This is an optimization exercise on Yosys and OpenROAD, whose aim is small area, not a production implementation.
Only simulation tests tie the RTL to the original design; equivalence was not proved.
Power figures rest on the tool's default switching activity, not on a simulated workload.

// led_ring_buffer_shift_driver_unit
module led_ring_buffer_shift_driver_unit (
   input  wire logic                       clock,
   input  wire logic                       reset,
   input  wire logic                       start,
   output logic                            busy,
   input  wire logic [3:0]                 req_op,
   input  wire logic [lrb_pkg::SecW-1:0]   req_section,
   input  wire logic [7:0]                 req_data_byte,
   input  wire logic [lrb_pkg::LedW-1:0]   req_led_number,
   input  wire logic                       req_direction,
   input  wire logic [5:0]                 req_steps,
   input  wire logic                       req_do_refresh,
   input  wire logic [lrb_pkg::RingW-1:0]  req_wheel_bits,
   output logic                            rsp_valid,
   output logic                            rsp_kind,
   output logic                            rsp_serial_bit,
   output logic                            rsp_latch_enable,
   output logic [7:0]                      rsp_read_data,
   output logic                            rsp_last
);
Settings: LEC_CHECK=0, ABC_AREA=1, CAP_MARGIN=20, CORE_MARGIN=2, CORE_UTILIZATION=45, GPL_TIMING_DRIVEN=0, SLEW_MARGIN=20; clock period 5.5 ns.
standard.sh (not shown) runs the stock make flow with config.mk's settings and CLKGATE_MAP_FILE= SYNTH_SCRIPT=/design/flow/synth_recipe.tcl, a recipe that flattens the netlist after the stock synthesis.
==> flow/flow/run.sh <==
#!/bin/bash
# Own flow: the standard synthesis, then the combinational logic between
# the registers is mapped again by ABC for area (amap), keeping every register
# cell and its name, then the standard layout from floorplan to finish.
set -euo pipefail
W=$(pwd)
R=$W/orfs/results/$FLOW_PLATFORM/led_ring_buffer_shift_driver_unit/base
L=$W/orfs/logs/$FLOW_PLATFORM/led_ring_buffer_shift_driver_unit/base
O=$W/orfs/objects/$FLOW_PLATFORM/led_ring_buffer_shift_driver_unit/base

bash standard.sh synth > $W/synth_standard.log 2>&1

LIB=$(ls $FLOW_HOME/platforms/$FLOW_PLATFORM/lib/sky130_fd_sc_hd__tt_025C_1v80.lib)
DU=$(grep -m1 -o -- '-dont_use .* -constr' $L/1_2_yosys.log | sed 's/ -constr$//')
cp $R/1_2_yosys.v $W/standard_1_2_yosys.v

yosys -p "
read_liberty -ignore_miss_func $LIB
read_verilog -overwrite $W/standard_1_2_yosys.v
hierarchy -top $FLOW_TOP
setattr -mod -set keep_hierarchy 1 sky130_fd_sc_hd__df* sky130_fd_sc_hd__edf* sky130_fd_sc_hd__sdf* sky130_fd_sc_hd__dl*
setattr -mod -set keep_hierarchy 1 sky130_fd_sc_hd__conb_1
flatten -noscopeinfo
rename -hide w:*.*
opt_clean
select $FLOW_TOP
abc -script $W/flow/area.abc -liberty $LIB $DU -constr $O/abc.constr -D 5500
read_liberty -lib -ignore_redef $LIB
setundef -zero
splitnets
opt_clean
hilomap -singleton -hicell sky130_fd_sc_hd__conb_1 HI -locell sky130_fd_sc_hd__conb_1 LO
opt_clean
tee -o $W/remap_stat.txt stat -liberty $LIB
check -assert -mapped
write_verilog -noattr -nohex -nodec -selected $W/remap_1_2_yosys.v
" > $W/remap_yosys.log 2>&1

cp $W/remap_1_2_yosys.v $R/1_2_yosys.v
# Port buffers: the smallest buffer instead of the default pick. Clock tree:
# small clock buffers and no dummy loads.
export BUFFER_PORTS_ARGS="-buffer_cell sky130_fd_sc_hd__buf_1"
export CTS_ARGS="-sink_clustering_enable -repair_clock_nets -dont_use_dummy_load -buf_list {sky130_fd_sc_hd__clkbuf_1 sky130_fd_sc_hd__clkbuf_2 sky130_fd_sc_hd__clkbuf_4}"
bash standard.sh finish > $W/layout_standard.log 2>&1
==> flow/flow/area.abc <==
strash
ifraig
dch
amap
strash
dch
amap
The first run went through all stages and came out clean.
Rerun with:
GPL_TIMING_DRIVEN = unset   (was 0)
Global-route usage goes up by 0.83 points.
Worst setup slack gets better by 550 ps.
Sequential power is higher by about 1%.
Non-clock buffer count rises by 5.
Clock power is higher by about 3%.
Die area stays the same.
Rerun with:
CAP_MARGIN = 0   (was 20)
SLEW_MARGIN = 0   (was 20)
Result: The changed run ran to the end with no violations; worst setup slack improves by 33 ps; routed wire length hardly moves; global-route usage stays the same; count of clock-buffer cells in the layout does not change; design area is about the same; power hardly moves; synthesized area does not change.
Rerun with:
--- a/flow/flow/run.sh
+++ b/flow/flow/run.sh
@@ -42,3 +42,3 @@
 export BUFFER_PORTS_ARGS="-buffer_cell sky130_fd_sc_hd__buf_1"
-export CTS_ARGS="-sink_clustering_enable -repair_clock_nets -dont_use_dummy_load -buf_list {sky130_fd_sc_hd__clkbuf_1 sky130_fd_sc_hd__clkbuf_2 sky130_fd_sc_hd__clkbuf_4}"
+export CTS_ARGS="-sink_clustering_enable -repair_clock_nets -dont_use_dummy_load -sink_clustering_size 20 -sink_clustering_max_diameter 100 -root_buf sky130_fd_sc_hd__clkbuf_8 -buf_list {sky130_fd_sc_hd__clkbuf_4}"
 bash standard.sh finish > $W/layout_standard.log 2>&1
CAP_MARGIN = 20   (was 0)
GPL_TIMING_DRIVEN = 0   (was unset)
SLEW_MARGIN = 20   (was 0)
Register-to-register slack loses 900 ps.
Combinational power went up by about 1%.
Wire length goes down by 2.5%.

The RTL this note starts from:
==> flow/design.v <==
`default_nettype none
package lrb_pkg;
   localparam int NumSections = 6;
   localparam int ByteW       = 8;
   localparam int SecW        = 3;
   localparam int LedW        = 6;
   localparam int RingW       = 40;
   localparam int ShiftBits   = NumSections * ByteW;
   localparam int CntW        = 6;
   localparam logic [3:0] OP_WRITE     = 4'd0;
   localparam logic [3:0] OP_OR        = 4'd1;
   localparam logic [3:0] OP_AND       = 4'd2;
   localparam logic [3:0] OP_LOAD      = 4'd3;
   localparam logic [3:0] OP_SET_LED   = 4'd4;
   localparam logic [3:0] OP_ROTATE    = 4'd5;
   localparam logic [3:0] OP_READ_SEC  = 4'd6;
   localparam logic [3:0] OP_READ_LED  = 4'd7;
   localparam logic [3:0] OP_CLEAR     = 4'd8;
   localparam logic [3:0] OP_REFRESH   = 4'd9;
endpackage
`default_nettype wire
`default_nettype none
module led_ring_buffer_shift_driver_unit (
   input  wire logic                       clock,
   input  wire logic                       reset,
   input  wire logic                       start,
   output logic                            busy,
   input  wire logic [3:0]                 req_op,
   input  wire logic [lrb_pkg::SecW-1:0]   req_section,
   input  wire logic [7:0]                 req_data_byte,
   input  wire logic [lrb_pkg::LedW-1:0]   req_led_number,
   input  wire logic                       req_direction,
   input  wire logic [5:0]                 req_steps,
   input  wire logic                       req_do_refresh,
   input  wire logic [lrb_pkg::RingW-1:0]  req_wheel_bits,
   output logic                            rsp_valid,
   output logic                            rsp_kind,
   output logic                            rsp_serial_bit,
   output logic                            rsp_latch_enable,
   output logic [7:0]                      rsp_read_data,
   output logic                            rsp_last
);
   localparam logic [1:0] ST_IDLE = 2'd0, ST_SHIFT = 2'd1, ST_ASEC = 2'd2, ST_ALED = 2'd3;
   logic [39:0] ring_ff;
   logic [7:0]  sec0_ff;
   logic [2:0]  q_ff;
   logic [5:0]  cnt_ff;
   logic [1:0]  st_ff;
   logic        enable_ff;
   logic        idle, shift, apply, last_bit, phase2;
   logic        op_wr, op_or, op_and, op_load, op_set, op_rot, op_rsec, op_rled, op_clr, op_ref;
   logic        led_op, led_ok, sec_ok, tgt_ring, tgt_sec0, ring_access, top_write, sec0_write;
   logic [2:0]  led_sec, tgt, m, q_next;
   logic [7:0]  keep_b, set_b, mask;
   logic [5:0]  s_mod, amt;
   logic [39:0] r0, r1, r2, r3, r4, r5, r6;
   logic        tap_bit;
   logic        zl, ld;
   always_comb begin
      idle     = (st_ff == ST_IDLE);
      shift    = (st_ff == ST_SHIFT);
      apply    = idle & start;
      last_bit = (cnt_ff == 6'd47);
      phase2   = cnt_ff[5] & cnt_ff[3];    
      op_wr   = (req_op == 4'd0);
      op_or   = (req_op == 4'd1);
      op_and  = (req_op == 4'd2);
      op_load = (req_op == 4'd3);
      op_set  = (req_op == 4'd4);
      op_rot  = (req_op == 4'd5);
      op_rsec = (req_op == 4'd6);
      op_rled = (req_op == 4'd7);
      op_clr  = (req_op == 4'd8);
      op_ref  = (req_op == 4'd9);
      case (req_led_number[5:3])
         3'd0:    led_sec = 3'd3;
         3'd1:    led_sec = 3'd2;
         3'd2:    led_sec = 3'd1;
         3'd3:    led_sec = 3'd5;
         3'd4:    led_sec = 3'd4;
         default: led_sec = 3'd0;
      endcase
      led_ok = (req_led_number < 6'd40);
      sec_ok = (req_section < 3'd6);
      mask   = 8'h80 >> req_led_number[2:0];
      led_op   = op_set | op_rled;
      tgt      = led_op ? led_sec : req_section;
      tgt_ring = led_op ? led_ok : (sec_ok && req_section != 3'd0);
      tgt_sec0 = !led_op && (req_section == 3'd0);
      ring_access = apply & tgt_ring & (op_wr | op_or | op_and | op_set | op_rsec | op_rled);
      top_write   = apply & ~reset & tgt_ring & (op_wr | op_or | op_and | op_set);
      sec0_write  = apply & tgt_sec0 & (op_wr | op_or | op_and);
      keep_b = op_or ? 8'hFF : op_and ? req_data_byte : op_set ? ~mask : 8'h00;
      set_b  = (op_wr | op_or) ? req_data_byte :
               (op_set & (req_data_byte != 8'h00)) ? mask : 8'h00;
      m = 3'((4'd5 - {1'b0, tgt} + {1'b0, q_ff}) % 4'd5);
      q_next = (tgt == 3'd5) ? 3'd0 : tgt;
      s_mod = (req_steps >= 6'd40) ? req_steps - 6'd40 : req_steps;
      if (apply && op_rot)
         amt = req_direction ? s_mod : ((s_mod == 6'd0) ? 6'd0 : 6'd40 - s_mod);
      else if (ring_access)
         amt = {m, 3'd0};
      else if (shift && !phase2)
         amt = 6'd1;
      else
         amt = 6'd0;
      zl = reset | (apply & (op_clr | op_load));
      ld = apply & op_load & ~reset;
      r0 = ring_ff;
      for (int i = 0; i < 40; i++)
         r1[i] = (amt[0] & ~zl & r0[(i + 40 - 1) % 40]) | (~amt[0] & ~zl & r0[i]) |
                 (ld & req_wheel_bits[i]);
      for (int i = 0; i < 40; i++) r2[i] = amt[1] ? r1[(i + 40 - 2)  % 40] : r1[i];
      for (int i = 0; i < 40; i++) r3[i] = amt[2] ? r2[(i + 40 - 4)  % 40] : r2[i];
      for (int i = 0; i < 40; i++) r4[i] = amt[3] ? r3[(i + 40 - 8)  % 40] : r3[i];
      for (int i = 0; i < 40; i++) r5[i] = amt[4] ? r4[(i + 40 - 16) % 40] : r4[i];
      for (int i = 0; i < 40; i++) r6[i] = amt[5] ? r5[(i + 40 - 32) % 40] : r5[i];
      case (q_ff)
         3'd0:    tap_bit = ring_ff[39];
         3'd1:    tap_bit = ring_ff[31];
         3'd2:    tap_bit = ring_ff[23];
         3'd3:    tap_bit = ring_ff[15];
         default: tap_bit = ring_ff[7];
      endcase
   end
   always_ff @(posedge clock) begin
      if (top_write)
         ring_ff <= {(r6[39:32] & keep_b) | set_b, r6[31:0]};
      else
         ring_ff <= r6;
      if (reset || (apply && op_clr))
         sec0_ff <= '0;
      else if (sec0_write)
         sec0_ff <= (sec0_ff & keep_b) | set_b;
      else if (shift)
         sec0_ff <= {sec0_ff[6:0], sec0_ff[7]};
      if (reset || (apply && op_load))
         q_ff <= 3'd0;
      else if (ring_access)
         q_ff <= q_next;
   end
   always_ff @(posedge clock) begin
      if (apply) begin
         if (op_rsec)
            cnt_ff <= {1'b0, tgt_sec0, !tgt_ring && !tgt_sec0, 3'd0};
         else if (op_rled)
            cnt_ff <= {2'b00, !led_ok, req_led_number[2:0]};
         else
            cnt_ff <= 6'd0;
      end else begin
         cnt_ff <= cnt_ff + 6'd1;
      end
   end
   always_ff @(posedge clock) begin
      if (reset) begin
         st_ff     <= ST_IDLE;
         enable_ff <= 1'b0;
      end else begin
         if (shift & last_bit) enable_ff <= 1'b1;
         if (apply) begin
            if (op_rsec)
               st_ff <= ST_ASEC;
            else if (op_rled)
               st_ff <= ST_ALED;
            else if (op_load | op_clr | op_ref |
                     ((op_wr | op_or | op_and | op_set | op_rot) & req_do_refresh))
               st_ff <= ST_SHIFT;
         end else if (!shift | last_bit) begin
            st_ff <= ST_IDLE;
         end
      end
   end
   logic [7:0] top;
   always_comb begin
      top              = ring_ff[39:32];
      busy             = !idle;
      rsp_valid        = !idle;
      rsp_kind         = st_ff[1];
      rsp_serial_bit   = shift & (phase2 ? sec0_ff[7] : tap_bit);
      rsp_latch_enable = shift ? last_bit : enable_ff;
      rsp_last         = st_ff[1] | (shift & last_bit);
      if (st_ff == ST_ASEC)
         rsp_read_data = cnt_ff[3] ? 8'h00 : cnt_ff[4] ? sec0_ff : top;
      else if (st_ff == ST_ALED)
         rsp_read_data = {7'd0, !cnt_ff[3] & top[3'd7 - cnt_ff[2:0]]};
      else
         rsp_read_data = 8'h00;
   end
endmodule
`default_nettype wire
Settings: LEC_CHECK=0, ABC_AREA=1, CAP_MARGIN=20, CORE_MARGIN=2, CORE_UTILIZATION=40, SLEW_MARGIN=20; clock period 5.5 ns.
==> flow/flow/run.sh <==
#!/bin/bash
# Own flow: the standard synthesis, then the combinational logic between
# the registers is mapped again by ABC for area (amap), keeping every register
# cell and its name, then the standard layout from floorplan to finish.
set -euo pipefail
W=$(pwd)
R=$W/orfs/results/$FLOW_PLATFORM/led_ring_buffer_shift_driver_unit/base
L=$W/orfs/logs/$FLOW_PLATFORM/led_ring_buffer_shift_driver_unit/base
O=$W/orfs/objects/$FLOW_PLATFORM/led_ring_buffer_shift_driver_unit/base

bash standard.sh synth > $W/synth_standard.log 2>&1

LIB=$(ls $FLOW_HOME/platforms/$FLOW_PLATFORM/lib/sky130_fd_sc_hd__tt_025C_1v80.lib)
DU=$(grep -m1 -o -- '-dont_use .* -constr' $L/1_2_yosys.log | sed 's/ -constr$//')
cp $R/1_2_yosys.v $W/standard_1_2_yosys.v

yosys -p "
read_liberty -ignore_miss_func $LIB
read_verilog -overwrite $W/standard_1_2_yosys.v
hierarchy -top $FLOW_TOP
setattr -mod -set keep_hierarchy 1 sky130_fd_sc_hd__df* sky130_fd_sc_hd__edf* sky130_fd_sc_hd__sdf* sky130_fd_sc_hd__dl*
setattr -mod -set keep_hierarchy 1 sky130_fd_sc_hd__conb_1
flatten -noscopeinfo
rename -hide w:*.*
opt_clean
select $FLOW_TOP
abc -script $W/flow/area.abc -liberty $LIB $DU -constr $O/abc.constr -D 5500
read_liberty -lib -ignore_redef $LIB
setundef -zero
splitnets
opt_clean
hilomap -singleton -hicell sky130_fd_sc_hd__conb_1 HI -locell sky130_fd_sc_hd__conb_1 LO
opt_clean
tee -o $W/remap_stat.txt stat -liberty $LIB
check -assert -mapped
write_verilog -noattr -nohex -nodec -selected $W/remap_1_2_yosys.v
" > $W/remap_yosys.log 2>&1

cp $W/remap_1_2_yosys.v $R/1_2_yosys.v
# Port buffers: the smallest buffer instead of the default pick. Clock tree:
# small clock buffers and no dummy loads.
export BUFFER_PORTS_ARGS="-buffer_cell sky130_fd_sc_hd__buf_1"
export CTS_ARGS="-sink_clustering_enable -repair_clock_nets -dont_use_dummy_load -buf_list {sky130_fd_sc_hd__clkbuf_1 sky130_fd_sc_hd__clkbuf_2 sky130_fd_sc_hd__clkbuf_4}"
bash standard.sh finish > $W/layout_standard.log 2>&1
Scripts as last shown in full above: flow/flow/area.abc
The first run completed with no timing, DRC or antenna violations.
Then changed:
--- a/flow/config.mk
+++ b/flow/config.mk
@@ -11 +11 @@
-export CORE_UTILIZATION = 40
+export CORE_UTILIZATION = 45
Outcome: Area after synthesis is unchanged; count of clock-buffer cells in the layout does not change; via count went up by 1.9%; synthesized cell count is unchanged; wire length went down by about 2.7%; clock power is about the same; utilization went up by 7.2 points; sequential cell count does not change; sequential share of layout area does not change; final cell count went down by 0.90%; maximum frequency went up by about 1.5%.

[static timing again, ports no longer ideal]
No port has a modelled driver above. Below, the same layouts with a new extraction and two added sets of constraints. Step 1 sets driving cells, clkbuf_16 on the clock port and buf_2 on the other inputs (assumed; they add their load-dependent delay and slew). Step 2 moves the port delays by t, midway between the first and last clock arrival at a register: inputs arrive t later, outputs are due t later. That takes back most of the time a late clock gives input paths. Slacks: ideal ports / drivers / drivers and shift; pairs: ideal ports / drivers.
run | shift t [ns] | setup slack, ns | hold slack, ns | worst data-port slew with drivers (ns)
the first run of note 1 | 0.479 | 0.485 / 0.495 / 0.016 | 0.450 / 0.450 / 0.450 | 0.04
the second run of note 1 | 0.469 | 1.036 / 1.049 / 0.580 | 0.450 / 0.450 / 0.450 | 0.04
the third run of note 1 | 0.469 | 1.068 / 1.081 / 0.612 | 0.449 / 0.449 / 0.449 | 0.04
the fourth run of note 1 | 0.399 | 0.379 / 0.392 / -0.007 | 0.446 / 0.446 / 0.446 | 0.04
the first run of note 2 | 0.459 | 0.434 / 0.440 / -0.019 | 0.467 / 0.467 / 0.467 | 0.04
the second run of note 2 | 0.467 | 0.509 / 0.520 / 0.054 | 0.454 / 0.454 / 0.454 | 0.04
Met with ideal ports but missed after step 2: setup timing in the fourth run of note 1 and the first run of note 2. For the first run of note 1, which loses most, drivers alone change the setup slack by +0.010 ns; drivers and shift together by -0.469 ns.
